Context: an optimization exercise on an open-source flow, tuned for small area, a short achievable clock period and few clock cycles per item. The choices shown serve that exercise and are no tape-out recipe. Where RTL was checked, it was by simulation tests only, not by an equivalence proof against the original. The RTL of run 1 was laid out without a check of its function. No activity file was given, so power comes from the tool's default toggle rates.

===== flow/design.v =====
package wrs_pkg;
    localparam int RATE_W   = 32;    
    localparam int PREFIX_W = 36;    
    localparam int CNT_W    = 5;     
    localparam int IDX_W    = 4;     
    localparam logic [CNT_W-1:0] CNT_RESET = 5'd1;
    localparam logic REG_REACTIONS_IN_USE = 1'b0;
    typedef enum logic
    {
        OP_WRITE = 1'b0,
        OP_DRAW  = 1'b1
    } op_t;
    typedef enum logic [1:0]
    {
        STATUS_OK      = 2'd0,
        STATUS_BEYOND  = 2'd1,
        STATUS_WRITTEN = 2'd2
    } status_t;
    typedef struct packed
    {
        op_t                 operation;
        logic [IDX_W-1:0]    reaction_index;
        logic [RATE_W-1:0]   rate_value;
        logic [PREFIX_W-1:0] draw_point;
    } cmd_t;
    typedef struct packed
    {
        logic [IDX_W-1:0]    chosen_reaction;
        logic [PREFIX_W-1:0] total_rate;
        status_t             status;
    } result_t;
    typedef enum logic [2:0]
    {
        S_IDLE,
        S_LOAD,
        S_REBUILD,
        S_FETCH,
        S_WR_END,
        S_DRAW_TOT,
        S_SEARCH
    } state_t;
endpackage
module weighted_reaction_selector #(
    parameter int MAX_REACTIONS = 16
) (
    input  logic         clk,
    input  logic         rst_n,
    input  logic         psel,
    input  logic         penable,
    input  logic         pwrite,
    input  logic [2:0]   paddr,
    input  logic [31:0]  pwdata,
    output logic [31:0]  prdata,
    output logic         pready,
    input  logic         start,
    input  logic [72:0]  cmd_in,      
    output logic         busy,
    output logic         done,
    output logic [41:0]  result_out   
);
    localparam int RW = wrs_pkg::RATE_W;
    localparam int PW = wrs_pkg::PREFIX_W;
    logic [wrs_pkg::CNT_W-1:0] cfg_reg;
    logic                      cfg_wr;
    assign pready = 1'b1;
    assign cfg_wr = psel && penable && pwrite && (paddr[2] == wrs_pkg::REG_REACTIONS_IN_USE);
    always_ff @(posedge clk or negedge rst_n)
    begin
        if (!rst_n)
        begin
            cfg_reg <= wrs_pkg::CNT_RESET;
        end
        else if (cfg_wr)
        begin
            cfg_reg <= pwdata[wrs_pkg::CNT_W-1:0];
        end
    end
    assign prdata = (paddr[2] == wrs_pkg::REG_REACTIONS_IN_USE) ? {{(32-wrs_pkg::CNT_W){1'b0}}, cfg_reg} : '0;
    logic [4:0] n_act;
    assign n_act = cfg_reg[4] ? 5'd16 : cfg_reg;
    function automatic logic [35:0] bk_add(input logic [35:0] x, input logic [35:0] z);
        logic [35:0] g, p, p0;
        begin
            g  = x & z;
            p  = x ^ z;
            p0 = p;
            for (int d = 1; d < 36; d = d * 2)
            begin
                for (int i = 2 * d - 1; i < 36; i = i + 2 * d)
                begin
                    g[i] = g[i] | (p[i] & g[i - d]);
                    p[i] = p[i] & p[i - d];
                end
            end
            for (int d = 16; d >= 1; d = d / 2)
            begin
                for (int i = 3 * d - 1; i < 36; i = i + 2 * d)
                begin
                    g[i] = g[i] | (p[i] & g[i - d]);
                    p[i] = p[i] & p[i - d];
                end
            end
            bk_add = p0 ^ {g[34:0], 1'b0};
        end
    endfunction
    logic [RW-1:0] rate_q [16];
    logic [15:0]   valid_q;
    logic [RW-1:0] rate_rd [16];
    always_comb
    begin
        for (int k = 0; k < 16; k++)
        begin
            rate_rd[k] = valid_q[k] ? rate_q[k] : '0;
        end
    end
    logic [33:0] base1_q;
    logic [34:0] base2_q;
    logic [35:0] base3_q;
    logic [35:0] tot_q;
    logic [4:0] new_n;
    logic [1:0] new_g;
    logic [2:0] new_m;
    logic [3:0] rc_idx;
    logic [2:0] rc_left;
    logic       rc_busy;
    assign new_n   = pwdata[4] ? 5'd16 : pwdata[4:0];
    assign new_g   = new_n[4] ? 2'd3 : new_n[3:2];
    assign new_m   = new_n[4] ? 3'd4 : {1'b0, new_n[1:0]};
    assign rc_busy = (rc_left != 3'd0);
    assign busy    = rc_busy;
    always_ff @(posedge clk or negedge rst_n)
    begin
        if (!rst_n)
        begin
            rc_left <= 3'd0;
            rc_idx  <= 4'd0;
        end
        else if (cfg_wr)
        begin
            rc_left <= new_m;
            rc_idx  <= {new_g, 2'd0};
        end
        else if (rc_busy)
        begin
            rc_left <= rc_left - 3'd1;
            rc_idx  <= rc_idx + 4'd1;
        end
    end
    logic        accept;
    logic        a_v;
    logic [72:0] a_cmd;
    assign accept = start && !busy;
    always_ff @(posedge clk or negedge rst_n)
    begin
        if (!rst_n)
        begin
            a_v <= 1'b0;
        end
        else
        begin
            a_v <= accept;
        end
    end
    always_ff @(posedge clk)
    begin
        a_cmd <= cmd_in;
    end
    logic          a_op;
    logic [3:0]    a_idx;
    logic [RW-1:0] a_rate;
    logic [PW-1:0] a_pt;
    assign a_op   = a_cmd[72];
    assign a_idx  = a_cmd[71:68];
    assign a_rate = a_cmd[67:36];
    assign a_pt   = a_cmd[35:0];
    logic          b_v, b_rc;
    logic          b_op;
    logic [3:0]    b_idx;
    logic [RW-1:0] b_rate;
    logic [PW-1:0] b_data;
    logic          b_wr;
    assign b_wr = b_v && (b_op == wrs_pkg::OP_WRITE);
    logic [3:0]    a_ridx;
    logic [RW-1:0] a_old;
    logic [32:0]   delta;
    assign a_ridx = rc_busy ? rc_idx : a_idx;
    assign a_old  = (b_wr && (b_idx == a_ridx)) ? b_rate : rate_rd[a_ridx];
    assign delta  = {1'b0, a_rate} - {1'b0, a_old};
    always_ff @(posedge clk or negedge rst_n)
    begin
        if (!rst_n)
        begin
            b_v  <= 1'b0;
            b_rc <= 1'b0;
        end
        else
        begin
            b_v  <= a_v && !rc_busy;
            b_rc <= rc_busy && !cfg_wr;
        end
    end
    always_ff @(posedge clk)
    begin
        b_op   <= a_op;
        b_idx  <= a_idx;
        b_rate <= a_rate;
        if (rc_busy)
        begin
            b_data <= {4'b0, a_old};
        end
        else if (a_op == wrs_pkg::OP_WRITE)
        begin
            b_data <= {{3{delta[32]}}, delta};
        end
        else
        begin
            b_data <= a_pt;
        end
    end
    logic        b_act;
    logic [35:0] tot_upd;
    logic        c1, c2, c3;
    logic        b_beyond;
    logic [1:0]  b_g;
    assign b_act   = ({1'b0, b_idx} < n_act);
    assign tot_upd = bk_add(tot_q, ((b_wr && b_act) || b_rc) ? b_data : 36'd0);
    assign c1 = ({2'b0, base1_q} <= b_data);
    assign c2 = ({1'b0, base2_q} <= b_data);
    assign c3 = (base3_q <= b_data);
    assign b_g = c3 ? 2'd3 : (c2 ? 2'd2 : (c1 ? 2'd1 : 2'd0));
    assign b_beyond = (b_data >= tot_q);
    always_ff @(posedge clk)
    begin
        for (int k = 0; k < 16; k++)
        begin
            if (b_wr && (b_idx == 4'(k)))
            begin
                rate_q[k] <= b_rate;
            end
        end
    end
    always_ff @(posedge clk or negedge rst_n)
    begin
        if (!rst_n)
        begin
            valid_q <= '0;
            base1_q <= '0;
            base2_q <= '0;
            base3_q <= '0;
            tot_q   <= '0;
        end
        else
        begin
            for (int k = 0; k < 16; k++)
            begin
                if (b_wr && (b_idx == 4'(k)))
                begin
                    valid_q[k] <= 1'b1;
                end
            end
            base1_q <= 34'(bk_add({2'b0, base1_q}, (b_wr && b_idx[3:2] == 2'd0) ? b_data : 36'd0));
            base2_q <= 35'(bk_add({1'b0, base2_q}, (b_wr && b_idx[3]   == 1'b0) ? b_data : 36'd0));
            base3_q <= bk_add(base3_q, (b_wr && b_idx[3:2] != 2'd3) ? b_data : 36'd0);
            if (cfg_wr)
            begin
                case (new_g)
                    2'd0:    tot_q <= 36'd0;
                    2'd1:    tot_q <= {2'b0, base1_q};
                    2'd2:    tot_q <= {1'b0, base2_q};
                    default: tot_q <= base3_q;
                endcase
            end
            else
            begin
                tot_q <= tot_upd;
            end
        end
    end
    logic        c_v;
    logic        c_op;
    logic        c_beyond;
    logic [1:0]  c_g;
    logic [35:0] c_data;
    always_ff @(posedge clk or negedge rst_n)
    begin
        if (!rst_n)
        begin
            c_v <= 1'b0;
        end
        else
        begin
            c_v <= b_v;
        end
    end
    always_ff @(posedge clk)
    begin
        c_op     <= b_op;
        c_beyond <= b_beyond;
        c_g      <= b_g;
        c_data   <= (b_op == wrs_pkg::OP_WRITE) ? tot_upd : b_data;
    end
    logic [35:0]   c_base;
    logic [RW-1:0] r0, r1, r2;
    logic          e1, e2, e3;
    logic [1:0]    c_cnt;
    always_comb
    begin
        case (c_g)
            2'd0:    c_base = 36'd0;
            2'd1:    c_base = {2'b0, base1_q};
            2'd2:    c_base = {1'b0, base2_q};
            default: c_base = base3_q;
        endcase
    end
    logic [37:0] x1, x2, n0, n1, n2;
    logic [37:0] y1, y2, z1, z2, u1, u2;
    logic [37:0] f1, f2, f3;
    assign r0 = rate_rd[{c_g, 2'd0}];
    assign r1 = rate_rd[{c_g, 2'd1}];
    assign r2 = rate_rd[{c_g, 2'd2}];
    assign x1 = {2'b0, c_data};
    assign x2 = ~{2'b0, c_base};
    assign n0 = ~{6'b0, r0};
    assign n1 = ~{6'b0, r1};
    assign n2 = ~{6'b0, r2};
    assign y1 = x1 ^ x2 ^ n0;
    assign y2 = {(x1[36:0] & x2[36:0]) | (x1[36:0] & n0[36:0]) | (x2[36:0] & n0[36:0]), 1'b1};
    assign z1 = y1 ^ y2 ^ n1;
    assign z2 = {(y1[36:0] & y2[36:0]) | (y1[36:0] & n1[36:0]) | (y2[36:0] & n1[36:0]), 1'b1};
    assign u1 = z1 ^ z2 ^ n2;
    assign u2 = {(z1[36:0] & z2[36:0]) | (z1[36:0] & n2[36:0]) | (z2[36:0] & n2[36:0]), 1'b1};
    assign f1 = y1 + y2 + 38'd1;
    assign f2 = z1 + z2 + 38'd1;
    assign f3 = u1 + u2 + 38'd1;
    assign e1 = !f1[37];
    assign e2 = !f2[37];
    assign e3 = !f3[37];
    assign c_cnt = e3 ? 2'd3 : (e2 ? 2'd2 : (e1 ? 2'd1 : 2'd0));
    logic        done_reg;
    logic [41:0] result_reg;
    always_ff @(posedge clk or negedge rst_n)
    begin
        if (!rst_n)
        begin
            done_reg <= 1'b0;
        end
        else
        begin
            done_reg <= c_v;
        end
    end
    always_ff @(posedge clk)
    begin
        if (c_op == wrs_pkg::OP_WRITE)
        begin
            result_reg <= {wrs_pkg::IDX_W'(0), c_data, wrs_pkg::STATUS_WRITTEN};
        end
        else if (c_beyond)
        begin
            result_reg <= {wrs_pkg::IDX_W'(0), tot_q, wrs_pkg::STATUS_BEYOND};
        end
        else
        begin
            result_reg <= {c_g, c_cnt, tot_q, wrs_pkg::STATUS_OK};
        end
    end
    assign done       = done_reg;
    assign result_out = result_reg;
endmodule

===== flow/config.mk =====
export PLATFORM = sky130hd
export DESIGN_NAME = weighted_reaction_selector
export DESIGN_NICKNAME = weighted_reaction_selector
export VERILOG_FILES = /design/flow/design.v
export SDC_FILE = /design/flow/constraint.sdc
export NUM_CORES = 4
export LEC_CHECK = 0
export ABC_CLOCK_PERIOD_IN_PS = 4500
export CAP_MARGIN = 20
export CORE_MARGIN = 2
export CORE_UTILIZATION = 40
export SETUP_SLACK_MARGIN = 5
export SLEW_MARGIN = 20

===== flow/run.sh =====
#!/bin/bash
# synth_recipe.tcl (not shown) runs the flow's synth.tcl, then flattens the netlist and writes it again
# the make line also repeats each setting of config.mk as NAME=value (left out here)
make -C /OpenROAD-flow-scripts/flow DESIGN_CONFIG=/design/flow/config.mk WORK_HOME=/design/flow/orfs CLKGATE_MAP_FILE= SYNTH_SCRIPT=/design/flow/synth_recipe.tcl finish

===== flow/constraint.sdc =====
create_clock -name core_clock -period 9.5 [get_ports {clk}]
set_input_delay 1.9000 -clock core_clock [delete_from_list [all_inputs] [get_ports {clk}]]
set_output_delay 1.9000 -clock core_clock [all_outputs]
set_load 0.01 [all_outputs]

==> impl_metrics.py, run 1 <==
metrics = {
    "outcome": {
        "status": "no timing/DRC/antenna violations",
    },
    "worst_setup_path": {
        "start_kind": "flip-flop",
        "endpoint": "b_data[33]$_SDFF_PP0_",
        "critical_path.slowest_cell": "dfrtp_1",
        "critical_path_class": "flip-flop to flip-flop",
        "rrSetupSlack_ns": 4.01,
        "r2r-start": "rc_left[1]$_DFFE_PN0P_",
        "r2r_end": "b_data[33]$_SDFF_PP0_",
        "critPathMaxFanout": 7,
        "rr_worst_depth": 27,
        "worstPathArrival_ns": 6.05,
        "end_kind": "flip-flop",
        "cpPeakStageDelay_ns": 0.39,
        "startpoint": "rc_left[1]$_DFFE_PN0P_",
        "worstPathRequired_ns": 10.06,
    },
    "min_path": {
        "worstHoldStart": "c_v$_DFF_PN0_",
        "hold_path_class": "flip-flop to flip-flop",
    },
    "detailed_routing": {
        "vias": 44500,
        "wl_per_cell_um": 31.0,
        "ant_nets": 0,
        "drt_iter0_drc": 6558,
        "drc_errors": 0,
        "viasPerCell": 6.26,
        "wl_mm": 220,
        "first_pass_iters": 12,
    },
    "sta": {
        "hold_violations": 0,
        "worst_slew_pin_slew_ns": 1.20,
        "setup_viol": 0,
        "whs_ns": 0.356,
        "slew_headroom_pct": 19.9,
        "min_period_over_period_pct": 57.7,
        "slew_viol_final": 0,
        "skew_ns": 0.106,
        "max_freq_mhz": 182,
        "rsz0062_at_grt": "true",
        "final.min_clock_period_ns": 5.49,
        "setup_tns_ns": 0,
    },
    "final_layout": {
        "fin_area_um2": 66400,
        "fill_cells": 11500,
        "final_cell_count_no_fill": 7098,
        "area_growth_pct": 26.3,
        "final_nets": 5956,
        "largest_reg_flops": 512,
        "final_layout_size_suffix_gt1_share_pct": 22.4,
    },
    "flow_run": {
        "maxCapViolCount": 0,
    },
    "die": {
        "dieArea_um2": 134000,
        "die_x_um": 367,
        "initial_utilization_pct": 40.1,
        "io_pins": 191,
        "placementRows": 133,
        "core_um2": 131000,
        "die_h_um": 367,
    },
    "logic_synthesis": {
        "async_reset_ff_share_pct": 19.0,
        "synth_edf_count": 512,
        "ys_ff_latch": 914,
        "yosysSeqAreaShare_pct": 46.2,
        "yosys_warnings": 3,
        "synthCells": 4851,
        "syn_area_um2": 52600,
        "avgSynthCellArea_um2": 10.8,
        "synthFlopType": "edfxtp_1",
        "yosysUniqueCellTypes": 95,
    },
    "grt": {
        "grt_pass1_vias": 42200,
        "grt_pass1_wl_mm": 303,
        "grt_max_degree": 69,
        "grt_overflow": 0,
        "antenna_found_initial": 12,
        "track_usage_pct": 31.3,
    },
    "clock_network": {
        "cts.sinks": 914,
        "cts_root_buf": "clkbuf_16",
        "cts-hold-fix-buffers": 0,
        "cts_buffer_depth": 3,
        "cts_tree": "yes",
        "cts_buffers": 101,
        "clk_pin_slew_worst_paths_ns": 0.06,
        "clk_latency_ns": 0.77,
        "htreeDepth": 3,
    },
    "placement": {
        "place_inst": 6567,
        "place_congestion": 0.956,
        "placed_area_um2": 56000,
        "io_buffers": 133,
        "post-dp-hpwl_mm": 137,
    },
    "power_and_ir_drop": {
        "leakagePower_nw": 27.4,
        "pwr_density_cell_nw_per_um2": 332,
        "irDropWorstVdd_uv": 205,
    },
}
stage by stage:
stage / setup WS (ns) / utilization [%] / power [W]
after CTS: 4.11 / 48.6 / 0.0207
after detailed placement: 2.52 / 42.7 / 0.0151
final: 4.01 / 50.7 / 0.0220
after global placement: 2.59 / 42.7 / 0.0150
after global routing: 3.97 / 50.7 / 0.0232
after floorplan: 4.66 / - / 0.0117
layer usage:
layer  vias up  global-route usage (%)  part of all wire, %
met5         -                       0                0.024
met4        10                    18.7                  7.1
met3       809                    10.4                   14
met2      3247                    45.1                   42
met1     21700                    40.6                   37
li1      18700                       -                    -
synthesized netlist by cell type (35+ instances only):
cell type | n | area [um2]
nand4_1 | 58 | 363
a21oi_1 | 217 | 1090
buf_1 | 41 | 154
nand3_1 | 148 | 741
o21ai_0 | 193 | 966
a22oi_1 | 84 | 631
and2_1 | 76 | 475
nor2_1 | 244 | 916
ha_1 | 426 | 5330
nand2_1 | 443 | 1660
mux2i_1 | 45 | 450
dfrtp_1 | 173 | 4330
a31oi_1 | 84 | 526
edfxtp_1 | 512 | 15400
mux2_2 | 69 | 777
inv_1 | 324 | 1220
nor3_1 | 82 | 410
dfxtp_1 | 228 | 4560
o22ai_1 | 71 | 444
a222oi_1 | 35 | 350
fa_1 | 166 | 3320
nor2b_1 | 41 | 257
a22o_1 | 52 | 455
a21o_1 | 156 | 1170
xor2_1 | 76 | 666
a311oi_1 | 49 | 429
buf_2 | 39 | 195
clkbuf_1 | 181 | 679
power by group:
part / switching [W] / internal (W)
Combinational: 0.00717 / 0.00529
Clock: 0.00177 / 0.00239
Sequential: 0.000733 / 0.00469
Total: 0.00967 / 0.0124
worst min path at each step:
| stage | end | slack, ns | cells after the start |
|---|---|---|---|
| finish | done_reg$_DFF_PN0_ | 0.36 | 0 |
| global route | done_reg$_DFF_PN0_ | 0.37 | 0 |
| CTS | b_rate[0]$_DFF_P_ | 0.35 | 0 |
| detailed placement | b_rate[0]$_DFF_P_ | 0.34 | 0 |
| global placement | b_rate[0]$_DFF_P_ | 0.34 | 0 |
| floorplan | c_op$_DFF_P_ | 0.33 | 0 |
cell type report:
type | count | area [um2] | area share [%]
Multi-Input combinational cell | 3344 | 28900 | 43.5
Inverter | 325 | 1230 | 1.86
Antenna cell | 5 | 12.5 | 0.0188
Timing Repair Buffer | 562 | 6220 | 9.36
Clock inverter | 50 | 574 | 0.865
Timing Repair inverter | 2 | 12.5 | 0.0188
Tap cell | 1755 | 2200 | 3.31
Clock buffer | 141 | 2930 | 4.42
Sequential cell | 914 | 24300 | 36.7
placed cells by master (no fill, tap or decap), drive strengths merged, types with 46 or more instances in the layout:
cell type,count
a21o,156
a21oi,218
a22o,52
a22oi,84
a311oi,49
a31oi,88
and2,76
buf,405
clkbuf,154
clkdlybuf4s50,125
dfrtp,173
dfxtp,228
edfxtp,512
fa,166
ha,426
inv,331
mux2,69
mux2i,46
nand2,446
nand3,148
nand4,58
nor2,250
nor3,82
o21ai,196
o22ai,71
xor2,76
repair_timing:
action,4_1_cts,5_1_grt
gates cloned,22,10
buffers inserted,185,118
pin swaps,129,171
resized for setup,447,336
setup endpoints to repair,168,92
critical path: cells and delay by family, from the launching register on:
family / cells / cell delay (ns)
fa+ha+maj: 3 / 0.78
simple gates: 4 / 0.65
flops: 1 / 0.39
compound gates: 12 / 2.29
buf+inv: 8 / 1.17
kinds of logic (layout without fill, tap and decap cells):
kind of cell    Yosys count  count (layout)  share of synthesized area (%)
compound gates         1229            1230                           16.2
xor+xnor                102             102                           1.70
fa+ha+maj               592             592                           16.5
buf+inv                 621            1080                           4.79
flops                   914             914                           46.2
mux                     136             136                           3.28
other cells               2              33                         0.0143
simple gates           1255            1256                           11.3
==> run 2: changes to the inputs <==
--- a/flow/design.v
+++ b/flow/design.v
@@ -107,10 +107,2 @@
     logic [15:0]   valid_q;
-    logic [RW-1:0] rate_rd [16];
-    always_comb
-    begin
-        for (int k = 0; k < 16; k++)
-        begin
-            rate_rd[k] = valid_q[k] ? rate_q[k] : '0;
-        end
-    end
     logic [33:0] base1_q;
@@ -122,5 +114,5 @@
     logic [2:0] new_m;
-    logic [3:0] rc_idx;
-    logic [2:0] rc_left;
-    logic       rc_busy;
+    logic [15:0] rc_hot;     
+    logic [2:0]  rc_left;
+    logic        rc_busy;
     assign new_n   = pwdata[4] ? 5'd16 : pwdata[4:0];
@@ -135,3 +127,3 @@
             rc_left <= 3'd0;
-            rc_idx  <= 4'd0;
+            rc_hot  <= 16'd0;
         end
@@ -140,3 +132,6 @@
             rc_left <= new_m;
-            rc_idx  <= {new_g, 2'd0};
+            for (int k = 0; k < 16; k++)
+            begin
+                rc_hot[k] <= (new_m != 3'd0) && ({new_g, 2'd0} == 4'(k));
+            end
         end
@@ -145,3 +140,3 @@
             rc_left <= rc_left - 3'd1;
-            rc_idx  <= rc_idx + 4'd1;
+            rc_hot  <= (rc_left == 3'd1) ? 16'd0 : {rc_hot[14:0], 1'b0};
         end
@@ -151,2 +146,3 @@
     logic [72:0] a_cmd;
+    logic [15:0] a_hot;      
     assign accept = start && !busy;
@@ -166,2 +162,6 @@
         a_cmd <= cmd_in;
+        for (int k = 0; k < 16; k++)
+        begin
+            a_hot[k] <= accept && (cmd_in[71:68] == 4'(k));
+        end
     end
@@ -182,8 +182,17 @@
     assign b_wr = b_v && (b_op == wrs_pkg::OP_WRITE);
-    logic [3:0]    a_ridx;
+    logic          a_fwd;
+    logic [RW-1:0] a_tab;
     logic [RW-1:0] a_old;
     logic [32:0]   delta;
-    assign a_ridx = rc_busy ? rc_idx : a_idx;
-    assign a_old  = (b_wr && (b_idx == a_ridx)) ? b_rate : rate_rd[a_ridx];
-    assign delta  = {1'b0, a_rate} - {1'b0, a_old};
+    assign a_fwd = b_wr && (b_idx == a_idx);
+    always_comb
+    begin
+        a_tab = '0;
+        for (int k = 0; k < 16; k++)
+        begin
+            a_tab = a_tab | ((valid_q[k] && (a_hot[k] || rc_hot[k])) ? rate_q[k] : '0);
+        end
+    end
+    assign a_old = a_fwd ? b_rate : a_tab;
+    assign delta = {1'b0, a_rate} - {1'b0, a_old};
     always_ff @(posedge clk or negedge rst_n)
@@ -221,12 +230,36 @@
     logic [35:0] tot_upd;
-    logic        c1, c2, c3;
+    logic [36:0] d1, d2, d3;
     logic        b_beyond;
-    logic [1:0]  b_g;
+    logic [3:0]  b_ghot;
+    logic [35:0] b_rest;
     assign b_act   = ({1'b0, b_idx} < n_act);
     assign tot_upd = bk_add(tot_q, ((b_wr && b_act) || b_rc) ? b_data : 36'd0);
-    assign c1 = ({2'b0, base1_q} <= b_data);
-    assign c2 = ({1'b0, base2_q} <= b_data);
-    assign c3 = (base3_q <= b_data);
-    assign b_g = c3 ? 2'd3 : (c2 ? 2'd2 : (c1 ? 2'd1 : 2'd0));
+    assign d1 = {1'b0, b_data} - {3'b0, base1_q};
+    assign d2 = {1'b0, b_data} - {2'b0, base2_q};
+    assign d3 = {1'b0, b_data} - {1'b0, base3_q};
     assign b_beyond = (b_data >= tot_q);
+    always_comb
+    begin
+        b_ghot = 4'b0000;
+        if (!d3[36])
+        begin
+            b_ghot[3] = 1'b1;
+            b_rest    = d3[35:0];
+        end
+        else if (!d2[36])
+        begin
+            b_ghot[2] = 1'b1;
+            b_rest    = d2[35:0];
+        end
+        else if (!d1[36])
+        begin
+            b_ghot[1] = 1'b1;
+            b_rest    = d1[35:0];
+        end
+        else
+        begin
+            b_ghot[0] = 1'b1;
+            b_rest    = b_data;
+        end
+    end
     always_ff @(posedge clk)
@@ -281,4 +314,4 @@
     logic        c_beyond;
-    logic [1:0]  c_g;
-    logic [35:0] c_data;
+    logic [3:0]  c_ghot;
+    logic [35:0] c_rest;
     always_ff @(posedge clk or negedge rst_n)
@@ -298,7 +331,7 @@
         c_beyond <= b_beyond;
-        c_g      <= b_g;
-        c_data   <= (b_op == wrs_pkg::OP_WRITE) ? tot_upd : b_data;
+        c_ghot   <= b_ghot;
+        c_rest   <= b_rest;
     end
-    logic [35:0]   c_base;
     logic [RW-1:0] r0, r1, r2;
+    logic [1:0]    c_g;
     logic          e1, e2, e3;
@@ -307,17 +340,17 @@
     begin
-        case (c_g)
-            2'd0:    c_base = 36'd0;
-            2'd1:    c_base = {2'b0, base1_q};
-            2'd2:    c_base = {1'b0, base2_q};
-            default: c_base = base3_q;
-        endcase
-    end
-    logic [37:0] x1, x2, n0, n1, n2;
-    logic [37:0] y1, y2, z1, z2, u1, u2;
-    logic [37:0] f1, f2, f3;
-    assign r0 = rate_rd[{c_g, 2'd0}];
-    assign r1 = rate_rd[{c_g, 2'd1}];
-    assign r2 = rate_rd[{c_g, 2'd2}];
-    assign x1 = {2'b0, c_data};
-    assign x2 = ~{2'b0, c_base};
+        r0 = '0;
+        r1 = '0;
+        r2 = '0;
+        for (int g = 0; g < 4; g++)
+        begin
+            r0 = r0 | ((valid_q[4 * g + 0] && c_ghot[g]) ? rate_q[4 * g + 0] : '0);
+            r1 = r1 | ((valid_q[4 * g + 1] && c_ghot[g]) ? rate_q[4 * g + 1] : '0);
+            r2 = r2 | ((valid_q[4 * g + 2] && c_ghot[g]) ? rate_q[4 * g + 2] : '0);
+        end
+    end
+    assign c_g = {c_ghot[3] || c_ghot[2], c_ghot[3] || c_ghot[1]};
+    logic [37:0] x1, n0, n1, n2;
+    logic [37:0] z1, z2, u1, u2;
+    logic [37:0] f2, f3;
+    assign x1 = {2'b0, c_rest};
     assign n0 = ~{6'b0, r0};
@@ -325,12 +358,9 @@
     assign n2 = ~{6'b0, r2};
-    assign y1 = x1 ^ x2 ^ n0;
-    assign y2 = {(x1[36:0] & x2[36:0]) | (x1[36:0] & n0[36:0]) | (x2[36:0] & n0[36:0]), 1'b1};
-    assign z1 = y1 ^ y2 ^ n1;
-    assign z2 = {(y1[36:0] & y2[36:0]) | (y1[36:0] & n1[36:0]) | (y2[36:0] & n1[36:0]), 1'b1};
+    assign z1 = x1 ^ n0 ^ n1;
+    assign z2 = {(x1[36:0] & n0[36:0]) | (x1[36:0] & n1[36:0]) | (n0[36:0] & n1[36:0]), 1'b1};
     assign u1 = z1 ^ z2 ^ n2;
     assign u2 = {(z1[36:0] & z2[36:0]) | (z1[36:0] & n2[36:0]) | (z2[36:0] & n2[36:0]), 1'b1};
-    assign f1 = y1 + y2 + 38'd1;
     assign f2 = z1 + z2 + 38'd1;
     assign f3 = u1 + u2 + 38'd1;
-    assign e1 = !f1[37];
+    assign e1 = ({4'b0, r0} <= c_rest);
     assign e2 = !f2[37];
@@ -355,3 +385,3 @@
         begin
-            result_reg <= {wrs_pkg::IDX_W'(0), c_data, wrs_pkg::STATUS_WRITTEN};
+            result_reg <= {wrs_pkg::IDX_W'(0), tot_q, wrs_pkg::STATUS_WRITTEN};
         end
--- a/flow/config.mk
+++ b/flow/config.mk
@@ -7,3 +7,2 @@
 export LEC_CHECK = 0
-export ABC_CLOCK_PERIOD_IN_PS = 4500
 export CAP_MARGIN = 20
==> impl_metrics.py, run 2 <==
metrics = {
    "power_and_ir_drop": {
        "pwr_density_cell_nw_per_um2": 285,
        "leakagePower_nw": 26.7,
        "irDropWorstVdd_uv": 320,
    },
    "sta": {
        "final.min_clock_period_ns": 5.45,
        "setup_viol": 0,
        "rsz0062_at_grt": "true",
        "worst_slew_pin_slew_ns": 1.07,
        "hold_violations": 0,
        "max_freq_mhz": 184,
        "slew_headroom_pct": 28.1,
        "setup_tns_ns": 0,
        "slew_viol_final": 0,
        "min_period_over_period_pct": 57.3,
        "skew_ns": 0.0339,
    },
    "flow_run": {
        "maxCapViolCount": 0,
    },
    "grt": {
        "gr-usage-met2_pct": 39.4,
        "grt_max_degree": 103,
        "grtUsageMet1_pct": 37.0,
        "track_usage_pct": 26.5,
        "grt-busiest-layer": "met2",
        "grt_overflow": 0,
        "grt_pass1_wl_mm": 265,
        "grt_pass1_vias": 39800,
        "met3_usage_pct": 6.27,
        "antenna_found_initial": 7,
    },
    "worst_setup_path": {
        "end_kind": "flip-flop",
        "critical_path.top_delay_family": "compound AO/OA/AOI/OAI gates",
        "start_kind": "flip-flop",
        "rrSetupSlack_ns": 4.05,
        "worstPathRequired_ns": 10.07,
        "cpPeakStageDelay_ns": 0.41,
        "worstPathBufferInverterCount": 1,
        "critPathMaxFanout": 4,
        "critical_path_class": "flip-flop to flip-flop",
        "critical_path.slowest_cell": "dfrtp_1",
        "cpMostUsedCell": "a21o_1",
        "worstPathArrival_ns": 6.01,
    },
    "logic_synthesis": {
        "yosysTopAreaCell": "edfxtp_1",
        "synthCells": 4740,
        "synth_top_area_share_pct": 29.3,
        "synthFlopType": "edfxtp_1",
        "yosys_warnings": 2,
        "synth_area_leaders": "edfxtp_1, ha_1, dfxtp_1",
        "synth_most_common_cell": "edfxtp_1",
        "syn_area_um2": 52400,
        "yosysUniqueCellTypes": 84,
        "avgSynthCellArea_um2": 11.1,
        "synth_common_cells": "edfxtp_1, inv_1, ha_1",
        "yosysSeqAreaShare_pct": 47.6,
        "synth_edf_count": 512,
        "ys_ff_latch": 944,
        "async_reset_ff_share_pct": 19.7,
    },
    "clock_network": {
        "htreeDepth": 3,
        "cts_root_buf": "clkbuf_16",
        "cts_buffer_depth": 3,
        "cts_tree": "yes",
        "cts.sinks": 944,
        "cts_buffers": 101,
        "clk_latency_ns": 0.72,
        "clk_pin_slew_worst_paths_ns": 0.06,
        "cts-hold-fix-buffers": 0,
    },
    "detailed_routing": {
        "first_pass_iters": 8,
        "ant_nets": 0,
        "viasPerCell": 5.99,
        "wl_per_cell_um": 27.1,
        "drt_iter0_drc": 5229,
        "vias": 41300,
        "drc_errors": 0,
        "wl_mm": 187,
    },
    "placement": {
        "io_buffers": 133,
        "post-dp-hpwl_mm": 120,
        "placed_area_um2": 55900,
        "place_congestion": 0.926,
    },
    "final_layout": {
        "mostFrequentLayoutCells": "edfxtp_1, inv_1, ha_1, dfxtp_1, a21oi_1",
        "final_layout_size_suffix_gt1_share_pct": 15.0,
        "area_growth_pct": 20.1,
        "final_nets": 5707,
        "largest_reg_flops": 512,
        "final_common_cell": "edfxtp_1",
        "fin_area_um2": 63000,
        "final_util_pct": 48.5,
    },
    "die": {
        "die_h_um": 366,
        "initial_utilization_pct": 40.4,
        "core_um2": 130000,
        "io_pins": 191,
        "placementRows": 132,
        "dieArea_um2": 134000,
        "die_x_um": 366,
    },
    "outcome": {
        "status": "no timing/DRC/antenna violations",
    },
    "min_path": {
        "hold_path_class": "flip-flop to flip-flop",
    },
}
## run 2: cells by family (layout without fill, tap and decap cells)
logic type,Yosys count,after routing,synth area share [%]
buf+inv,626,1006,4.78
fa+ha+maj,538,538,14.8
compound gates,1400,1400,19.2
other cells,2,29,0.0143
mux,48,48,0.933
simple gates,1005,1005,9.68
flops,944,944,47.6
xor+xnor,177,177,2.97
## run 2: routing by layer
metal	wire length, um	share of wire [%]	vias to the layer above
li1	-	-	18200
met1	78100	42	20200
met2	79200	42	2409
met3	20600	11	450
met4	8610	4.6	4
met5	27	0.014	-
## run 2: path summary, 6_finish.rpt
check | start | endpoint | cells after the start
setup / recovery | cfg_reg[4]$_DFFE_PN0P_ | tot_q[35]$_DFF_PN0_ | 28
hold / removal | a_cmd[71]$_DFF_P_ | b_idx[3]$_DFF_P_ | 0
setup reg to reg | cfg_reg[4]$_DFFE_PN0P_ | tot_q[35]$_DFF_PN0_ | 28
hold reg to reg | a_cmd[71]$_DFF_P_ | b_idx[3]$_DFF_P_ | 0
max in group asynchronous | rst_n | valid_q[13]$_DFFE_PN0P_ | 3
min in group asynchronous | rst_n | tot_q[29]$_DFF_PN0_ | 1
## run 2: worst register-to-register path: cells and delay by family, from the launching register on
kind	cells	cell delay (ns)
AOI/OAI and AO/OA	15	2.61
xor gates and xnor gates	2	0.28
adders and majority gates	4	1.11
buffers and inverters	1	0.13
DFF	1	0.41
and+or+nand+nor	6	0.79
## run 2: cell type report
cell class | count | area, um2
clock inverters | 52 | 492
flip-flops and latches | 944 | 25000
repair buffers | 408 | 4240
inverters | 408 | 1530
well taps | 1742 | 2180
clock buffers | 138 | 2850
multi-input cells | 3196 | 26600
fillers | 11700 | 66900
diodes | 1 | 2.50
## run 2: per-stage QoR
step / cells / power [W] / hold slack [ns] / worst slack (ns)
2_1_floorplan: 4766 / 0.0107 / 0.329 / 4.56
3_3_place_gp: 6505 / 0.0130 / 0.337 / 3.10
3_5_place_dp: 6505 / 0.0130 / 0.349 / 3.07
4_1_cts: 6790 / 0.0175 / 0.357 / 4.09
5_1_grt: 6888 / 0.0190 / 0.360 / 3.83
6_report: 6889 / 0.0179 / 0.356 / 4.05
## run 2: repair_timing
action / CTS / global route
pin swaps: 94 / 130
buffers inserted: 88 / 89
gates cloned: 7 / 9
resized for setup: 316 / 189
setup endpoints to repair: 128 / 99
## run 2: where the power goes
part / switching [W] / internal, W / leakage [nW] / total (W)
clock: 0.00173 / 0.00230 / 1.62 / 0.00403
combinational: 0.00483 / 0.00361 / 16.0 / 0.00844
sequential: 0.000662 / 0.00481 / 9.13 / 0.00547
total: 0.00722 / 0.0107 / 26.7 / 0.0179
Testbench counts of run 2, summed over its fixed seeds: cycles 6,672, items 6,630.
==> run 3: changes to the inputs <==
--- a/flow/design.v
+++ b/flow/design.v
@@ -80,4 +80,4 @@
     assign n_act = cfg_reg[4] ? 5'd16 : cfg_reg;
-    function automatic logic [35:0] bk_add(input logic [35:0] x, input logic [35:0] z);
-        logic [35:0] g, p, p0;
+    function automatic logic [37:0] bk_add38(input logic [37:0] x, input logic [37:0] z);
+        logic [37:0] g, p, p0;
         begin
@@ -86,5 +86,5 @@
             p0 = p;
-            for (int d = 1; d < 36; d = d * 2)
+            for (int d = 1; d < 38; d = d * 2)
             begin
-                for (int i = 2 * d - 1; i < 36; i = i + 2 * d)
+                for (int i = 2 * d - 1; i < 38; i = i + 2 * d)
                 begin
@@ -96,3 +96,3 @@
             begin
-                for (int i = 3 * d - 1; i < 36; i = i + 2 * d)
+                for (int i = 3 * d - 1; i < 38; i = i + 2 * d)
                 begin
@@ -102,3 +102,17 @@
             end
-            bk_add = p0 ^ {g[34:0], 1'b0};
+            bk_add38 = p0 ^ {g[36:0], 1'b0};
+        end
+    endfunction
+    function automatic logic [35:0] bk_add(input logic [35:0] x, input logic [35:0] z);
+        logic [37:0] t;
+        begin
+            t      = bk_add38({2'b0, x}, {2'b0, z});
+            bk_add = t[35:0];
+        end
+    endfunction
+    function automatic logic [36:0] bk_sub(input logic [35:0] x, input logic [35:0] z);
+        logic [37:0] t;
+        begin
+            t      = bk_add38({1'b0, x, 1'b1}, {1'b1, ~z, 1'b1});
+            bk_sub = t[37:1];
         end
@@ -115,2 +129,3 @@
     logic [15:0] rc_hot;     
+    logic [15:0] act_q;      
     logic [2:0]  rc_left;
@@ -128,2 +143,3 @@
             rc_hot  <= 16'd0;
+            act_q   <= 16'd1;
         end
@@ -134,2 +150,6 @@
             begin
+                act_q[k] <= (5'(k) < new_n);
+            end
+            for (int k = 0; k < 16; k++)
+            begin
                 rc_hot[k] <= (new_m != 3'd0) && ({new_g, 2'd0} == 4'(k));
@@ -181,2 +201,3 @@
     logic          b_wr;
+    logic [3:0]    b_en;     
     assign b_wr = b_v && (b_op == wrs_pkg::OP_WRITE);
@@ -186,2 +207,4 @@
     logic [32:0]   delta;
+    logic          a_wr;
+    assign a_wr = a_v && !rc_busy && (a_op == wrs_pkg::OP_WRITE);
     assign a_fwd = b_wr && (b_idx == a_idx);
@@ -203,2 +226,3 @@
             b_rc <= 1'b0;
+            b_en <= 4'b0000;
         end
@@ -206,4 +230,8 @@
         begin
-            b_v  <= a_v && !rc_busy;
-            b_rc <= rc_busy && !cfg_wr;
+            b_v   <= a_v && !rc_busy;
+            b_rc  <= rc_busy && !cfg_wr;
+            b_en[0] <= a_wr && (a_idx[3:2] == 2'd0);
+            b_en[1] <= a_wr && !a_idx[3];
+            b_en[2] <= a_wr && (a_idx[3:2] != 2'd3);
+            b_en[3] <= (a_wr && ((a_hot & act_q) != 16'd0)) || (rc_busy && !cfg_wr);
         end
@@ -228,3 +256,2 @@
     end
-    logic        b_act;
     logic [35:0] tot_upd;
@@ -234,7 +261,6 @@
     logic [35:0] b_rest;
-    assign b_act   = ({1'b0, b_idx} < n_act);
-    assign tot_upd = bk_add(tot_q, ((b_wr && b_act) || b_rc) ? b_data : 36'd0);
-    assign d1 = {1'b0, b_data} - {3'b0, base1_q};
-    assign d2 = {1'b0, b_data} - {2'b0, base2_q};
-    assign d3 = {1'b0, b_data} - {1'b0, base3_q};
+    assign tot_upd = bk_add(tot_q, b_en[3] ? b_data : 36'd0);
+    assign d1 = bk_sub(b_data, {2'b0, base1_q});
+    assign d2 = bk_sub(b_data, {1'b0, base2_q});
+    assign d3 = bk_sub(b_data, base3_q);
     assign b_beyond = (b_data >= tot_q);
@@ -293,5 +319,5 @@
             end
-            base1_q <= 34'(bk_add({2'b0, base1_q}, (b_wr && b_idx[3:2] == 2'd0) ? b_data : 36'd0));
-            base2_q <= 35'(bk_add({1'b0, base2_q}, (b_wr && b_idx[3]   == 1'b0) ? b_data : 36'd0));
-            base3_q <= bk_add(base3_q, (b_wr && b_idx[3:2] != 2'd3) ? b_data : 36'd0);
+            base1_q <= 34'(bk_add({2'b0, base1_q}, b_en[0] ? b_data : 36'd0));
+            base2_q <= 35'(bk_add({1'b0, base2_q}, b_en[1] ? b_data : 36'd0));
+            base3_q <= bk_add(base3_q, b_en[2] ? b_data : 36'd0);
             if (cfg_wr)
@@ -314,3 +340,4 @@
     logic        c_beyond;
-    logic [3:0]  c_ghot;
+    logic [1:0]  c_g;
+    logic [11:0] c_sel;      
     logic [35:0] c_rest;
@@ -331,3 +358,10 @@
         c_beyond <= b_beyond;
-        c_ghot   <= b_ghot;
+        c_g      <= {b_ghot[3] || b_ghot[2], b_ghot[3] || b_ghot[1]};
+        for (int g = 0; g < 4; g++)
+        begin
+            for (int j = 0; j < 3; j++)
+            begin
+                c_sel[3 * g + j] <= b_ghot[g] && valid_q[4 * g + j];
+            end
+        end
         c_rest   <= b_rest;
@@ -335,3 +369,2 @@
     logic [RW-1:0] r0, r1, r2;
-    logic [1:0]    c_g;
     logic          e1, e2, e3;
@@ -345,8 +378,7 @@
         begin
-            r0 = r0 | ((valid_q[4 * g + 0] && c_ghot[g]) ? rate_q[4 * g + 0] : '0);
-            r1 = r1 | ((valid_q[4 * g + 1] && c_ghot[g]) ? rate_q[4 * g + 1] : '0);
-            r2 = r2 | ((valid_q[4 * g + 2] && c_ghot[g]) ? rate_q[4 * g + 2] : '0);
+            r0 = r0 | (c_sel[3 * g + 0] ? rate_q[4 * g + 0] : '0);
+            r1 = r1 | (c_sel[3 * g + 1] ? rate_q[4 * g + 1] : '0);
+            r2 = r2 | (c_sel[3 * g + 2] ? rate_q[4 * g + 2] : '0);
         end
     end
-    assign c_g = {c_ghot[3] || c_ghot[2], c_ghot[3] || c_ghot[1]};
     logic [37:0] x1, n0, n1, n2;
--- a/flow/config.mk
+++ b/flow/config.mk
@@ -9,3 +9,3 @@
 export CORE_MARGIN = 2
-export CORE_UTILIZATION = 40
+export CORE_UTILIZATION = 65
 export SETUP_SLACK_MARGIN = 5
==> impl_metrics.py, run 3 <==
metrics = {
    "outcome": {
        "status": "no timing/DRC/antenna violations",
    },
    "logic_synthesis": {
        "synth_top_family_by_area": "compound AO/OA/AOI/OAI gates",
        "synth_fa_ha_area_share_pct": 16.6,
        "synth_most_common_cell": "edfxtp_1",
        "yosysSeqAreaShare_pct": 48.8,
        "ys_ff_latch": 972,
        "yosysTopAreaCell": "edfxtp_1",
        "syn_area_um2": 52400,
        "yosys_warnings": 2,
        "async_reset_ff_share_pct": 21.0,
        "synth-simple-area-share_pct": 8.85,
        "synth.area.mux_share_pct": 0.370,
        "synth_top_area_share_pct": 29.3,
        "yosysUniqueCellTypes": 101,
        "synth_xor_area_share_pct": 2.60,
        "synth_common_cells": "edfxtp_1, inv_1, ha_1",
        "synth_compound_area_share_pct": 17.9,
        "synthFlopType": "edfxtp_1",
        "synth_edf_count": 512,
        "synth_area_leaders": "edfxtp_1, dfxtp_1, dfrtp_1",
        "avgSynthCellArea_um2": 11.6,
        "synthCells": 4533,
    },
    "die": {
        "dieArea_um2": 83000,
        "initial_utilization_pct": 65.4,
        "die_x_um": 288,
        "placementRows": 104,
        "die_h_um": 288,
        "core_um2": 80200,
        "io_pins": 191,
    },
    "clock_network": {
        "cts_tree": "yes",
        "cts_buffers": 99,
        "clk_latency_ns": 0.72,
        "cts-hold-fix-buffers": 0,
        "cts.sinks": 972,
        "clk_pin_slew_worst_paths_ns": 0.06,
        "cts_root_buf": "clkbuf_16",
        "htreeDepth": 3,
        "cts_buffer_depth": 3,
    },
    "worst_setup_path": {
        "critPathMaxFanout": 19,
        "critical_path_class": "flip-flop to flip-flop",
        "worstPathArrival_ns": 5.68,
        "start_kind": "flip-flop",
        "end_kind": "flip-flop",
        "worstPathRequired_ns": 10.11,
    },
    "power_and_ir_drop": {
        "pwr_density_cell_nw_per_um2": 308,
        "irDropWorstVdd_uv": 431,
        "leakagePower_nw": 26.8,
    },
    "detailed_routing": {
        "wl_met1_mm": 64.5,
        "drc_errors": 0,
        "viasPerCell": 6.84,
        "first_pass_iters": 7,
        "top_layer_used": "met5",
        "vias": 41400,
        "drt_iter0_drc": 5587,
        "wl_met3_mm": 24.8,
        "wl_mm": 182,
        "dr_wl_met2_mm": 77.4,
        "ant_nets": 0,
        "wl_per_cell_um": 30.0,
    },
    "final_layout": {
        "area_growth_pct": 19.9,
        "final_common_cell": "edfxtp_1",
        "final_nets": 5585,
        "fill_cells": 5047,
        "mostFrequentLayoutCells": "edfxtp_1, inv_1, ha_1, dfxtp_1, nand2_1",
        "largest_reg_flops": 512,
        "final_layout_size_suffix_gt1_share_pct": 16.6,
        "final_util_pct": 78.4,
    },
    "sta": {
        "setup_tns_ns": 0,
        "slew_viol_final": 0,
        "final.min_clock_period_ns": 5.06,
        "max_freq_mhz": 197,
        "whs_ns": 0.358,
        "skew_ns": 0.0435,
        "rsz0062_at_grt": "true",
        "slew_headroom_pct": 23.1,
        "hold_violations": 0,
        "setup_viol": 0,
        "worst_slew_pin_slew_ns": 1.14,
        "min_period_over_period_pct": 53.3,
    },
    "placement": {
        "post-dp-hpwl_mm": 109,
        "io_buffers": 133,
        "place_congestion": 0.953,
    },
    "grt": {
        "grt_max_degree": 85,
        "antenna_found_initial": 17,
        "grt_pass1_wl_mm": 260,
        "grt_pass1_vias": 40600,
        "grt_overflow": 0,
        "track_usage_pct": 43.2,
    },
    "flow_run": {
        "maxCapViolCount": 0,
    },
    "min_path": {
        "hold_path_class": "flip-flop to flip-flop",
    },
}
-- run 3: cell types whose count changed after synthesis, sizes merged, moves of 24 or more --
cell   previous run  this run
a22oi           126       228
mux2i            41        16
nand3            66        42
a22o            201       152
fa              137       186
nor2            221       141
a21oi           247       169
-- run 3: final cells by class --
type,instances,area [um2],share of cell area [%]
sequential,972,25700,40.9
clock inverter,65,757,1.20
multi-input combinational,2968,26000,41.3
clock buffer,123,2790,4.43
timing repair buffer,435,4700,7.47
inverter,414,1580,2.52
tap,1060,1330,2.11
timing repair inverter,1,11.3,0.0179
antenna,10,25.0,0.0398
-- run 3: logic make-up (layout without fill, tap and decap cells) --
family | count (synthesis) | in the layout
buffers and inverters | 620 | 1038
adder cells (fa/ha/maj) | 587 | 587
flip-flops | 972 | 972
multiplexers | 19 | 19
XOR/XNOR | 154 | 154
other | 2 | 38
AND/OR/NAND/NOR | 892 | 893
AO/OA/AOI/OAI | 1287 | 1287
-- run 3: repair_timing --
item	in CTS	in global routing
setup buffers	152	52
pin swaps	127	117
cloned	17	5
resized for setup	346	130
endpoints found under the setup margin	120	86
-- run 3: worst paths after layout --
check / endpoint / from / cells past startpoint / slack [ns]
worst max-delay path: b_data[25]$_DFF_P_ / valid_q[1]$_DFFE_PN0P_ / 22 / 4.44
worst min-delay path: b_rate[0]$_DFF_P_ / a_cmd[36]$_DFF_P_ / 0 / 0.36
worst max register to register: b_data[25]$_DFF_P_ / valid_q[1]$_DFFE_PN0P_ / 22 / 4.44
worst min register to register: b_rate[0]$_DFF_P_ / a_cmd[36]$_DFF_P_ / 0 / 0.36
max in group asynchronous: b_en[0]$_DFF_PN0_ / rst_n / 2 / 6.80
min in group asynchronous: base1_q[4]$_DFF_PN0_ / rst_n / 1 / 1.20
-- run 3: through the flow --
| step | area (um2) | setup WS (ns) | std cells | total power, W |
|---|---|---|---|---|
| 2_1_floorplan | 52600 | 4.93 | 4559 | 0.0108 |
| 3_3_place_gp | 55000 | 3.45 | 5623 | 0.0129 |
| 3_5_place_dp | 55000 | 3.38 | 5623 | 0.0131 |
| 4_1_cts | 61800 | 4.64 | 5980 | 0.0180 |
| 5_1_grt | 62800 | 4.27 | 6042 | 0.0204 |
| 6_report | 62800 | 4.44 | 6048 | 0.0194 |
-- run 3: routing by layer --
layer | vias to the layer above | GRT usage (%)
li1 | 17400 | -
met1 | 20000 | 56.0
met2 | 3160 | 63.2
met3 | 819 | 12.7
met4 | 12 | 28.7
met5 | - | 0
-- run 3: critical path: stages (launching register included) --
cell and delay (ns):
dfrtp_2 0.47, o21a_4 0.22, buf_6 0.29, a22oi_1 0.14, and3_1 0.20, a41oi_2 0.22, inv_1 0.09, ha_1 0.29
nor2b_4 0.13, o211ai_1 0.22, nand4b_1 0.14, buf_6 0.16, a2111oi_4 0.46, o21ai_2 0.13, a221oi_4 0.32, buf_12 0.16
o21bai_4 0.09, a211oi_4 0.38, nor2_2 0.11, buf_4 0.15, a311oi_2 0.28, xor2_1 0.10, o31ai_1 0.21
-- run 3: power breakdown --
group          internal, W  switching [W]  total (W)
clock              0.00239        0.00182    0.00421
sequential         0.00497       0.000776    0.00575
combinational      0.00426        0.00513    0.00940
Testbench counts of run 3, summed over its fixed seeds: cycles 6,672, items 6,630.
==> run 4: changes to the inputs <==
--- a/flow/config.mk
+++ b/flow/config.mk
@@ -9,3 +9,3 @@
 export CORE_MARGIN = 2
-export CORE_UTILIZATION = 65
+export CORE_UTILIZATION = 40
 export SETUP_SLACK_MARGIN = 5
==> impl_metrics.py, run 4 <==
metrics = {
    "outcome": {
        "status": "no timing/DRC/antenna violations",
    },
    "grt": {
        "grt_pass1_vias": 38500,
        "grt_max_degree": 88,
        "grt_pass1_wl_mm": 269,
        "grt_overflow": 0,
        "track_usage_pct": 27.3,
        "antenna_found_initial": 9,
    },
    "logic_synthesis": {
        "synth_top_area_share_pct": 29.3,
        "syn_area_um2": 52400,
        "synth.area.mux_share_pct": 0.370,
        "synth_edf_count": 512,
        "yosys_warnings": 2,
        "synthFlopType": "edfxtp_1",
        "synth-simple-area-share_pct": 8.85,
        "synth_most_common_cell": "edfxtp_1",
        "async_reset_ff_share_pct": 21.0,
        "synth_fa_ha_area_share_pct": 16.6,
        "yosysSeqAreaShare_pct": 48.8,
        "ys_ff_latch": 972,
        "synth_common_cells": "edfxtp_1, inv_1, ha_1",
        "avgSynthCellArea_um2": 11.6,
        "synth_area_leaders": "edfxtp_1, dfxtp_1, dfrtp_1",
        "synth_top_family_by_area": "compound AO/OA/AOI/OAI gates",
        "synthCells": 4533,
        "synth_xor_area_share_pct": 2.60,
        "synth_compound_area_share_pct": 17.9,
        "yosysUniqueCellTypes": 101,
        "yosysTopAreaCell": "edfxtp_1",
    },
    "worst_setup_path": {
        "critical_path_class": "flip-flop to flip-flop",
        "end_kind": "flip-flop",
        "cp_cell_sequence": "o21a_4 > buf_12 > a22o_1 > a221oi_2 > and3_1 > a41oi_4 > inv_2 > ha_4 > nor2b_4 > o211ai_1 > nand4b_1 > a2111oi_4 > buf_4 > o31ai_4 > a221oi_4 > buf_6 > nor4_2 > a211oi_4 > buf_6 > nor2_4 > a311oi_2 > xor2_1 > o211a_1 > a21oi_2",
        "worstPathBufferInverterCount": 5,
        "cpMostUsedCell": "buf_6",
        "critPathMaxFanout": 4,
        "rr_worst_depth": 24,
        "worstPathArrival_ns": 5.77,
        "critical_path.slowest_cell": "dfrtp_2",
        "worstPathRequired_ns": 10.10,
        "critical_path.top_delay_family": "compound AO/OA/AOI/OAI gates",
        "cp_num_cells": 24,
        "start_kind": "flip-flop",
        "cpPeakStageDelay_ns": 0.45,
    },
    "final_layout": {
        "final_nets": 5552,
        "final_cell_count_no_fill": 6695,
        "mostFrequentLayoutCells": "edfxtp_1, inv_1, ha_1, dfxtp_1, a22oi_1",
        "final_layout_size_suffix_gt1_share_pct": 16.1,
        "area_growth_pct": 21.4,
        "fin_area_um2": 63700,
        "final_util_pct": 49.0,
        "final_common_cell": "edfxtp_1",
        "largest_reg_flops": 512,
    },
    "clock_network": {
        "cts_buffers": 105,
        "cts_buffer_depth": 3,
        "htreeDepth": 3,
        "cts_tree": "yes",
        "clk_latency_ns": 0.74,
        "clk_pin_slew_worst_paths_ns": 0.06,
        "cts_root_buf": "clkbuf_16",
        "cts.sinks": 972,
    },
    "placement": {
        "io_buffers": 133,
        "place_inst": 6301,
        "placed_area_um2": 55900,
        "place_congestion": 0.925,
        "post-dp-hpwl_mm": 116,
    },
    "detailed_routing": {
        "drc_errors": 0,
        "drt_iter0_drc": 5290,
        "wl_mm": 190,
        "wl_per_cell_um": 28.3,
        "first_pass_iters": 6,
        "vias": 40300,
        "viasPerCell": 6.02,
        "ant_nets": 0,
    },
    "sta": {
        "skew_ns": 0.0308,
        "min_period_over_period_pct": 54.4,
        "final.min_clock_period_ns": 5.16,
        "max_freq_mhz": 194,
        "hold_violations": 0,
        "slew_headroom_pct": 31.7,
        "whs_ns": 0.347,
        "worst_slew_pin_slew_ns": 1.02,
        "rsz0062_at_grt": "true",
        "setup_viol": 0,
        "slew_viol_final": 0,
        "setup_tns_ns": 0,
    },
    "power_and_ir_drop": {
        "irDropWorstVdd_uv": 444,
        "pwr_density_cell_nw_per_um2": 317,
        "leakagePower_nw": 26.8,
    },
    "die": {
        "initial_utilization_pct": 40.4,
        "core_um2": 130000,
        "dieArea_um2": 134000,
        "die_x_um": 366,
        "placementRows": 132,
        "die_h_um": 366,
        "io_pins": 191,
    },
    "min_path": {
        "hold_path_class": "flip-flop to flip-flop",
        "holdPathStages": 0,
    },
    "flow_run": {
        "maxCapViolCount": 0,
    },
}
run 4: per-stage QoR:
step	worst slack, ns	power, W
global placement	3.21	0.0131
CTS	4.55	0.0185
floorplan	4.93	0.0108
finish	4.34	0.0202
detailed placement	3.16	0.0132
global route	4.26	0.0214
run 4: logic make-up (layout without fill, tap and decap cells):
family	after synthesis	after routing
buffers and inverters	620	1010
other	2	31
adders and majority gates	587	587
muxes	19	19
and+or+nand+nor	892	893
xor gates and xnor gates	154	154
DFF	972	972
AOI/OAI and AO/OA	1287	1287
run 4: final timing paths:
kind | from | end | slack, ns
worst max-delay path | rc_hot[5]$_DFFE_PN0P_ | b_data[23]$_DFF_P_ | 4.34
worst min-delay path | c_v$_DFF_PN0_ | done_reg$_DFF_PN0_ | 0.35
worst max register to register | rc_hot[5]$_DFFE_PN0P_ | b_data[23]$_DFF_P_ | 4.34
worst min register to register | c_v$_DFF_PN0_ | done_reg$_DFF_PN0_ | 0.35
max in group asynchronous | rst_n | b_en[2]$_DFF_PN0_ | 6.79
min in group asynchronous | rst_n | tot_q[30]$_DFF_PN0_ | 1.20
run 4: routing by layer:
| metal | wire length [um] | vias up | GRT usage [%] |
|---|---|---|---|
| met3 | 21600 | 484 | 6.63 |
| met1 | 77900 | 20000 | 38.2 |
| met4 | 8940 | 10 | 11.1 |
| met5 | 71 | - | 0 |
| met2 | 81000 | 2465 | 40.6 |
| li1 | - | 17400 | - |
run 4: report_power, final:
part | internal, W | total, W | switching (W)
Sequential | 0.00497 | 0.00574 | 0.000765
Clock | 0.00258 | 0.00442 | 0.00184
Combinational | 0.00459 | 0.0100 | 0.00541
run 4: cell type report:
type | instances | area [um2]
multi-input combinational | 2968 | 26200
antenna | 3 | 7.51
timing repair buffer | 397 | 4380
sequential | 972 | 25700
clock buffer | 135 | 2900
tap | 1742 | 2180
inverter | 414 | 1570
clock inverter | 64 | 774
fill | 11500 | 66100
run 4: what timing repair did:
action | 4_1_cts | 5_1_grt
hold buffers | 0 | 0
setup endpoints to repair | 129 | 88
pin swaps | 100 | 108
endpoints found under the hold margin | 0 | 0
resized for setup | 320 | 181
gates cloned | 16 | 8
buffers inserted | 114 | 54
==> run 5: changes to the inputs <==
--- a/flow/design.v
+++ b/flow/design.v
@@ -137,2 +137,21 @@
     assign busy    = rc_busy;
+    logic [15:0] rc_hot_d;
+    always_comb
+    begin
+        if (cfg_wr)
+        begin
+            for (int k = 0; k < 16; k++)
+            begin
+                rc_hot_d[k] = (new_m != 3'd0) && ({new_g, 2'd0} == 4'(k));
+            end
+        end
+        else if (rc_busy && (rc_left != 3'd1))
+        begin
+            rc_hot_d = {rc_hot[14:0], 1'b0};
+        end
+        else
+        begin
+            rc_hot_d = 16'd0;
+        end
+    end
     always_ff @(posedge clk or negedge rst_n)
@@ -145,19 +164,18 @@
         end
-        else if (cfg_wr)
+        else
         begin
-            rc_left <= new_m;
-            for (int k = 0; k < 16; k++)
+            rc_hot <= rc_hot_d;
+            if (cfg_wr)
             begin
-                act_q[k] <= (5'(k) < new_n);
+                rc_left <= new_m;
+                for (int k = 0; k < 16; k++)
+                begin
+                    act_q[k] <= (5'(k) < new_n);
+                end
             end
-            for (int k = 0; k < 16; k++)
+            else if (rc_busy)
             begin
-                rc_hot[k] <= (new_m != 3'd0) && ({new_g, 2'd0} == 4'(k));
+                rc_left <= rc_left - 3'd1;
             end
         end
-        else if (rc_busy)
-        begin
-            rc_left <= rc_left - 3'd1;
-            rc_hot  <= (rc_left == 3'd1) ? 16'd0 : {rc_hot[14:0], 1'b0};
-        end
     end
@@ -166,3 +184,5 @@
     logic [72:0] a_cmd;
-    logic [15:0] a_hot;      
+    logic [15:0] a_sel;      
+    logic        a_act;      
+    logic [15:0] valid_d;    
     assign accept = start && !busy;
@@ -182,5 +202,6 @@
         a_cmd <= cmd_in;
+        a_act <= act_q[cmd_in[71:68]];
         for (int k = 0; k < 16; k++)
         begin
-            a_hot[k] <= accept && (cmd_in[71:68] == 4'(k));
+            a_sel[k] <= valid_d[k] && (rc_hot_d[k] || (accept && (cmd_in[71:68] == 4'(k))));
         end
@@ -215,3 +236,3 @@
         begin
-            a_tab = a_tab | ((valid_q[k] && (a_hot[k] || rc_hot[k])) ? rate_q[k] : '0);
+            a_tab = a_tab | (a_sel[k] ? rate_q[k] : '0);
         end
@@ -235,3 +256,3 @@
             b_en[2] <= a_wr && (a_idx[3:2] != 2'd3);
-            b_en[3] <= (a_wr && ((a_hot & act_q) != 16'd0)) || (rc_busy && !cfg_wr);
+            b_en[3] <= (a_wr && a_act) || (rc_busy && !cfg_wr);
         end
@@ -290,2 +311,9 @@
     end
+    always_comb
+    begin
+        for (int k = 0; k < 16; k++)
+        begin
+            valid_d[k] = valid_q[k] || (b_wr && (b_idx == 4'(k)));
+        end
+    end
     always_ff @(posedge clk)
@@ -312,9 +340,3 @@
         begin
-            for (int k = 0; k < 16; k++)
-            begin
-                if (b_wr && (b_idx == 4'(k)))
-                begin
-                    valid_q[k] <= 1'b1;
-                end
-            end
+            valid_q <= valid_d;
             base1_q <= 34'(bk_add({2'b0, base1_q}, b_en[0] ? b_data : 36'd0));
--- a/flow/config.mk
+++ b/flow/config.mk
@@ -9,4 +9,4 @@
 export CORE_MARGIN = 2
-export CORE_UTILIZATION = 40
-export SETUP_SLACK_MARGIN = 5
+export CORE_UTILIZATION = 65
+export SETUP_SLACK_MARGIN = 4.3
 export SLEW_MARGIN = 20
==> impl_metrics.py, run 5 <==
metrics = {
    "detailed_routing": {
        "drt_iter0_drc": 4462,
        "ant_nets": 0,
        "wl_per_cell_um": 28.0,
        "wl_mm": 161,
        "first_pass_iters": 6,
        "viasPerCell": 6.66,
        "drc_errors": 0,
        "vias": 38200,
    },
    "final_layout": {
        "mostFrequentLayoutCells": "edfxtp_1, inv_1, ha_1, dfxtp_1, a22oi_1",
        "largest_reg_flops": 512,
        "area_growth_pct": 12.3,
        "final_common_cell": "edfxtp_1",
        "final_layout_size_suffix_gt1_share_pct": 7.86,
        "fill_cells": 5487,
        "final_nets": 5304,
        "final_util_pct": 73.8,
    },
    "logic_synthesis": {
        "avgSynthCellArea_um2": 11.7,
        "yosysUniqueCellTypes": 101,
        "yosys_warnings": 2,
        "yosysTopAreaCell": "edfxtp_1",
        "synth_most_common_cell": "edfxtp_1",
        "synth_area_leaders": "edfxtp_1, dfxtp_1, dfrtp_1",
        "async_reset_ff_share_pct": 20.9,
        "yosysSeqAreaShare_pct": 49.2,
        "synth_edf_count": 512,
        "synthCells": 4456,
        "ys_ff_latch": 972,
        "synth_top_area_share_pct": 29.6,
        "synth_common_cells": "edfxtp_1, inv_1, ha_1",
        "synthFlopType": "edfxtp_1",
        "syn_area_um2": 52000,
    },
    "die": {
        "die_x_um": 287,
        "placementRows": 103,
        "core_um2": 79100,
        "initial_utilization_pct": 65.7,
        "io_pins": 191,
        "die_h_um": 287,
        "dieArea_um2": 82300,
    },
    "worst_setup_path": {
        "end_kind": "flip-flop",
        "r2r_end": "result_reg[39]$_SDFF_PP0_",
        "startpoint": "c_sel[9]$_DFF_P_",
        "rrSetupSlack_ns": 4.38,
        "critical_path.top_delay_family": "compound AO/OA/AOI/OAI gates",
        "critical_path.slowest_cell": "buf_4",
        "critical_path_class": "flip-flop to flip-flop",
        "worstPathArrival_ns": 5.62,
        "critPathMaxFanout": 32,
        "cpPeakStageDelay_ns": 0.58,
        "worstPathBufferInverterCount": 4,
        "start_kind": "flip-flop",
        "cp_cell_sequence": "buf_4 > a22oi_1 > nand2_1 > inv_1 > fa_1 > inv_1 > fa_1 > inv_1 > ha_1 > a21o_1 > a21o_1 > a21o_1 > a21o_1 > a21oi_1 > nor2b_1 > o21ai_0 > nand2_1 > a221oi_1 > o31ai_1 > a21oi_1 > a21oi_1",
        "worstPathRequired_ns": 10.00,
        "rr_worst_depth": 21,
        "cpMostUsedCell": "a21o_1",
        "r2r-start": "c_sel[9]$_DFF_P_",
    },
    "min_path": {
        "hold_path_class": "flip-flop to flip-flop",
        "worstHoldStart": "a_cmd[68]$_DFF_P_",
        "holdPathStages": 0,
        "min_to": "b_idx[0]$_DFF_P_",
    },
    "power_and_ir_drop": {
        "pwr_density_cell_nw_per_um2": 274,
        "leakagePower_nw": 25.4,
        "irDropWorstVdd_uv": 282,
    },
    "sta": {
        "final.min_clock_period_ns": 5.12,
        "worst_slew_pin_slew_ns": 1.13,
        "setup_tns_ns": 0,
        "hold_violations": 0,
        "min_period_over_period_pct": 53.9,
        "skew_ns": 0.0301,
        "max_freq_mhz": 195,
        "slew_viol_final": 0,
        "slew_headroom_pct": 23.8,
        "rsz0062_at_grt": "false",
        "setup_viol": 0,
    },
    "clock_network": {
        "cts_root_buf": "clkbuf_16",
        "htreeDepth": 3,
        "clk_latency_ns": 0.68,
        "clk_pin_slew_worst_paths_ns": 0.06,
        "cts_tree": "yes",
        "cts_buffer_depth": 3,
        "cts-hold-fix-buffers": 0,
        "cts.sinks": 972,
        "cts_buffers": 98,
    },
    "grt": {
        "grt_max_degree": 93,
        "track_usage_pct": 39.2,
        "antenna_found_initial": 2,
        "grt_pass1_vias": 37500,
        "grt_pass1_wl_mm": 238,
        "grt_overflow": 0,
    },
    "placement": {
        "post-dp-hpwl_mm": 105,
        "place_congestion": 0.940,
        "io_buffers": 133,
    },
    "outcome": {
        "status": "no timing/DRC/antenna violations",
    },
    "flow_run": {
        "maxCapViolCount": 0,
    },
}
==> run 5: metrics by stage <==
| stage | std cells | hold slack (ns) | power (W) | setup WS, ns | area, um2 |
|---|---|---|---|---|---|
| 6_report | 5744 | 0.345 | 0.0160 | 4.38 | 58400 |
| 3_3_place_gp | 5549 | 0.336 | 0.0115 | 3.64 | 54600 |
| 2_1_floorplan | 4482 | 0.329 | 0.00960 | 5.00 | 52100 |
| 5_1_grt | 5743 | 0.357 | 0.0169 | 4.30 | 58400 |
| 4_1_cts | 5736 | 0.343 | 0.0158 | 4.31 | 58100 |
| 3_5_place_dp | 5549 | 0.338 | 0.0116 | 3.59 | 54600 |
==> run 5: per-layer routing <==
metal / GRT usage, % / vias to the layer above / routed length (um)
met4: 19.9 / 2 / 9590
met2: 59.1 / 2320 / 70700
met5: 0 / - / 11
met1: 53.9 / 18700 / 62500
li1: - / 16700 / -
met3: 8.28 / 500 / 18300
==> run 5: power breakdown <==
group          total [W]  switching, W  internal (W)
clock network    0.00408       0.00172       0.00236
logic            0.00658       0.00370       0.00288
registers        0.00537      0.000520       0.00485
==> run 5: cells by family after synthesis <==
logic type,after synthesis,synth area share [%]
muxes,57,1.30
AOI/OAI and AO/OA,1210,17.0
other,2,0.0144
DFF,972,49.2
buffers and inverters,608,4.66
adders and majority gates,583,16.7
xor gates and xnor gates,149,2.51
and+or+nand+nor,875,8.65
==> run 5: worst max path at each step <==
stage / to / slack, ns / cells after the start
5_1_grt: b_data[34]$_SDFF_PN0_ / 4.30 / 20
4_1_cts: c_rest[17]$_DFF_P_ / 4.31 / 19
3_3_place_gp: b_data[35]$_SDFF_PN0_ / 3.64 / 17
6_report: result_reg[39]$_SDFF_PP0_ / 4.38 / 21
2_1_floorplan: b_data[32]$_SDFF_PN0_ / 5.00 / 22
3_5_place_dp: b_data[34]$_SDFF_PN0_ / 3.59 / 17
==> run 5: timing repair <==
item / in CTS / in global routing
gates cloned: 1 / 1
resized for setup: 28 / 44
endpoints found under the setup margin: 68 / 66
pin swaps: 2 / 8
setup buffers: 3 / 6
==> run 5: area by class of cell <==
| type | count | area, um2 | share of cell area (%) |
|---|---|---|---|
| multi-input combinational | 2903 | 24500 | 41.9 |
| clock buffer | 128 | 2730 | 4.67 |
| tap | 1050 | 1310 | 2.25 |
| antenna | 1 | 2.50 | 0.00428 |
| clock inverter | 55 | 664 | 1.14 |
| sequential | 972 | 25600 | 43.8 |
| timing repair buffer | 220 | 2060 | 3.53 |
| timing repair inverter | 1 | 7.51 | 0.0129 |
| inverter | 414 | 1560 | 2.67 |
Testbench counts of run 5, summed over its fixed seeds: cycles 6,672, items 6,630.

-- port drivers added, routing unchanged --
No port has a modelled driver above. Below, the same layouts with a new extraction and two added sets of constraints. Step 1: set_driving_cell puts a clkbuf_16 on clk and a buf_2 on each other input, an assumption about the parent block. Step 2 times the ports against the registers' clock, not the clock port: input delays grow and output delays shrink by t, the midpoint of the rising clock arrivals with the driver on. Three values: ideal ports, drivers, drivers and shift; two values: the first two.
run | t (ns) | setup slack, ns | hold slack, ns
run 1 | 0.792 | 4.014 / 4.014 / 4.014 | 0.356 / 0.356 / 0.356
run 2 | 0.770 | 4.055 / 4.055 / 4.055 | 0.356 / 0.356 / 0.356
run 3 | 0.763 | 4.435 / 4.435 / 4.435 | 0.358 / 0.358 / 0.358
run 4 | 0.801 | 4.336 / 4.336 / 4.336 | 0.347 / 0.347 / 0.347
run 5 | 0.736 | 4.378 / 4.378 / 3.886 | 0.345 / 0.345 / 0.345
After both steps setup and hold are still met in every run listed. For run 5, which loses most, drivers alone change the setup slack by 0.000 ns; drivers and shift together by -0.492 ns.
